This is an optimization exercise on Yosys and OpenROAD, whose aim is small area and a short achievable clock period, not a production implementation. RTL that was checked went through simulation tests only; none was proved equivalent to the original. Power is estimated from default activity; no workload was simulated.

Setup of epsilon:
==> module fp_exp_stage, before the edit <==
module fp_exp_stage (
    input  wire                     FPUCLK,
    input  wire                     RST,
    input  wire fpu_pkg::fp_word_t  a,
    input  wire fpu_pkg::fp_word_t  b,
    input  wire fpu_pkg::fp_op_e    ctrl,
    output logic                    v1,
    output fpu_pkg::in_stage_t      s1
);
    logic [23:0] y;
    fpu_pkg::in_stage_t nxt;
    assign y = {1'b1, b.frac};
    always_comb
    begin
        nxt.mul    = (ctrl == fpu_pkg::MUL);
        nxt.a      = a;
        nxt.b_sign = b.sign ^ (ctrl == fpu_pkg::SUB);
        nxt.b_exp  = b.exp;
        for (int i = 0; i < 12; i++)
        begin
            logic y2, y1, y0;
            y2 = y[2*i+1];
            y1 = y[2*i];
            y0 = (i == 0) ? 1'b0 : y[2*i-1];
            if (i < 11)
                nxt.neg[i] = y2;
            nxt.one[i] = y1 ^ y0;
            nxt.b_even[i] = y1;
            nxt.two[i] = (y2 & ~y1 & ~y0) | (~y2 & y1 & y0);
        end
    end
    always_ff @(posedge FPUCLK or negedge RST)
    begin
        if (!RST)
            v1 <= 1'b0;
        else
            v1 <= (ctrl == fpu_pkg::ADD) || (ctrl == fpu_pkg::SUB) ||
                  (ctrl == fpu_pkg::MUL);
    end
    always_ff @(posedge FPUCLK)
        s1 <= nxt;
endmodule
==> module fp_align_stage, before the edit <==
module fp_align_stage (
    input  wire                       FPUCLK,
    input  wire                       RST,
    input  wire                       v1,
    input  wire fpu_pkg::in_stage_t   s1,
    output logic                      v2,
    output fpu_pkg::rows_stage_t      s2
);
    localparam int Z = 23 - fpu_pkg::LOWC;    
    fpu_pkg::fp_word_t a;
    logic [22:0] b_frac;
    logic        a_inf, b_inf, a_zero, b_zero;
    logic [8:0]  dab, dba;
    logic [7:0]  d;
    logic        eswap, swap, sub;
    logic [23:0] a_m, b_m, x_m, y_m, y_c;
    logic [7:0]  x_exp;
    logic [fpu_pkg::RW-1:0] m0, m1, m2;
    logic        lowc;
    fpu_pkg::rows_stage_t nxt;
    assign a = s1.a;
    always_comb
    begin
        for (int i = 0; i < 12; i++)
        begin
            b_frac[2*i] = s1.b_even[i];
            if (i < 11)
                b_frac[2*i+1] = s1.neg[i];
        end
    end
    assign a_inf  = (a.exp == fpu_pkg::EXP_INF);
    assign b_inf  = (s1.b_exp == fpu_pkg::EXP_INF);
    assign a_zero = (a.exp == 8'd0) && (a.frac == 23'd0);
    assign b_zero = (s1.b_exp == 8'd0) && (b_frac == 23'd0);
    fp_mul_tree u_tree (
        .x    ({1'b1, a.frac}),
        .one  (s1.one),
        .two  (s1.two),
        .neg  ({1'b1, s1.neg}),
        .r0   (m0),
        .r1   (m1),
        .r2   (m2),
        .lowc (lowc)
    );
    assign dab   = {1'b0, a.exp} - {1'b0, s1.b_exp};
    assign dba   = {1'b0, s1.b_exp} - {1'b0, a.exp};
    assign eswap = dab[8];
    assign d     = eswap ? dba[7:0] : dab[7:0];
    assign swap  = eswap | ((a.exp == s1.b_exp) && (a.frac <= b_frac));
    assign a_m   = {~a_zero, a.frac};
    assign b_m   = {~(b_zero & ~a_zero), b_frac};
    assign x_m   = swap ? b_m : a_m;
    assign y_m   = swap ? a_m : b_m;
    assign y_c   = (d >= 8'd24) ? 24'd0 : (y_m >> {d[4:3], 3'b000});
    assign x_exp = eswap ? s1.b_exp : a.exp;
    assign sub   = a.sign ^ s1.b_sign;
    always_comb
    begin
        nxt.inf = a_inf | b_inf;
        nxt.add = ~s1.mul;
        nxt.mul = s1.mul;
        nxt.sub = sub;
        nxt.sh   = d[2:0];
        nxt.sh_n = ~d[2:0];
        if (s1.mul)
        begin
            nxt.kill = a_zero | b_zero;
            nxt.sign = a.sign ^ s1.b_sign;
            nxt.exp  = a.exp + s1.b_exp + 8'd130;    
            nxt.cin  = lowc;
            nxt.row0 = m0;
            nxt.row1 = m1;
            nxt.row2 = m2;
        end
        else
        begin
            nxt.kill = 1'b0;
            nxt.sign = a_inf ? a.sign : (b_inf ? s1.b_sign :
                       (swap ? s1.b_sign : a.sign));
            nxt.exp  = x_exp + 8'd1;
            nxt.cin  = sub;
            nxt.row0 = {1'b0, x_m, {Z{1'b0}}};
            nxt.row1 = {1'b0, y_c, {Z{1'b0}}};
            nxt.row2 = '0;
        end
    end
    always_ff @(posedge FPUCLK or negedge RST)
    begin
        if (!RST)
            v2 <= 1'b0;
        else
            v2 <= v1;
    end
    always_ff @(posedge FPUCLK)
        s2 <= nxt;
endmodule
==> flow/config.mk <==
export PLATFORM = sky130hd
export DESIGN_NAME = fp_alu
export DESIGN_NICKNAME = fp_alu
export VERILOG_FILES = /design/flow/design.v
export SDC_FILE = /design/flow/constraint.sdc
export NUM_CORES = 4
export LEC_CHECK = 0
export CAP_MARGIN = 70
export CORE_MARGIN = 2
export CORE_UTILIZATION = 40
export CTS_CLUSTER_DIAMETER = 150
export CTS_CLUSTER_SIZE = 20
export SLEW_MARGIN = 70
==> flow/constraint.sdc <==
create_clock -name core_clock -period 14.5 [get_ports {FPUCLK}]
set_input_delay 2.9000 -clock core_clock [delete_from_list [all_inputs] [get_ports {FPUCLK}]]
set_output_delay 2.9000 -clock core_clock [all_outputs]
set_load 0.01 [all_outputs]
standard.sh (not shown) runs the stock make flow with config.mk's settings and CLKGATE_MAP_FILE= SYNTH_SCRIPT=/design/flow/synth_recipe.tcl, a recipe that flattens the netlist after the stock synthesis.
==> flow/flow/run.sh <==
#!/bin/bash
# The standard layout, except that the buffers placed on the ports are
# sky130_fd_sc_hd__buf_2 cells rather than the flow's default pick (a slow
# clkdlybuf4s50 delay cell). Everything else is standard.sh unchanged.
set -euo pipefail
export BUFFER_PORTS_ARGS="-buffer_cell sky130_fd_sc_hd__buf_2"
bash standard.sh > standard.log 2>&1
epsilon: full flow OK, the timing, DRC and antenna checks passed
> inputs changed (epsilon -> alpha)
diff --git a/flow/design.v b/flow/design.v
--- a/flow/design.v
+++ b/flow/design.v
@@ -22,7 +22,6 @@
         logic [10:0] neg;           
         logic [11:0] one;           
         logic [11:0] two;           
-        logic [11:0] b_even;        
     } in_stage_t;
     typedef struct packed {
         logic        inf;           
@@ -76,7 +75,6 @@
             if (i < 11)
                 nxt.neg[i] = y2;
             nxt.one[i] = y1 ^ y0;
-            nxt.b_even[i] = y1;
             nxt.two[i] = (y2 & ~y1 & ~y0) | (~y2 & y1 & y0);
         end
     end
@@ -118,7 +116,7 @@
     begin
         for (int i = 0; i < 12; i++)
         begin
-            b_frac[2*i] = s1.b_even[i];
+            b_frac[2*i] = s1.one[i] ^ ((i == 0) ? 1'b0 : s1.neg[i-1]);
             if (i < 11)
                 b_frac[2*i+1] = s1.neg[i];
         end
@@ -126,7 +124,7 @@
     assign a_inf  = (a.exp == fpu_pkg::EXP_INF);
     assign b_inf  = (s1.b_exp == fpu_pkg::EXP_INF);
     assign a_zero = (a.exp == 8'd0) && (a.frac == 23'd0);
-    assign b_zero = (s1.b_exp == 8'd0) && (b_frac == 23'd0);
+    assign b_zero = (s1.b_exp == 8'd0) && (s1.neg == 11'd0) && (s1.one == 12'd0);
     fp_mul_tree u_tree (
         .x    ({1'b1, a.frac}),
         .one  (s1.one),
### Flow results
- Compared with epsilon, alpha ends up with a smaller final cell area.
- Re global-route usage: alpha is 0.36 points down on epsilon.
- Cell count after synthesis (alpha vs. epsilon) decreases slightly
- Re sequential cell count: alpha is 11 down on epsilon.
- The higher met3 demand-to-capacity share in global routing came out of alpha.
- Diff epsilon -> alpha | part of the power in combinational logic | increase of 0.5 points
- Of epsilon and alpha, the run reporting the higher total number of clock tree sinks was epsilon.
- The estimated power of alpha ends up lower than the estimate for epsilon.
- Global-route wire length before repair: alpha < epsilon
- Looking at post-synthesis share of cell area spent on xor and xnor gates, alpha sits 0.54 points higher than epsilon does.
- Relative to epsilon, the routability congestion estimate measured on alpha has increased by a little under 10%.
For epsilon, only the layout was checked, not whether the RTL still works.

-- static timing again, ports no longer ideal --
Ports are ideal in the flow. The routed layouts listed here were re-timed in OpenROAD. Step 1 (the two cells are an assumption about what drives the block):
set clk [get_ports {FPUCLK}]
set_driving_cell -lib_cell sky130_fd_sc_hd__clkbuf_16 $clk
set_driving_cell -lib_cell sky130_fd_sc_hd__buf_2 [delete_from_list [all_inputs] $clk]
Step 2, shift: input delay + t, output delay - t, t = (earliest + latest rising clock arrival at the registers) / 2. This alone moves slack from input paths to output paths. a / b / c = ideal ports / drivers / drivers and shift; a / b = the first two.
run	t, ns	slack for setup (ns)	clock arrival spread, ns	slew at the worst register clock pin (ns)	pins driven straight from the clock port
epsilon	0.605	10.268 / 10.268 / 10.268	0.063 / 0.063	0.10 / 0.10	1
alpha	0.605	10.419 / 10.419 / 10.419	0.038 / 0.038	0.10 / 0.10	1
After both steps every run listed still meets setup and hold.
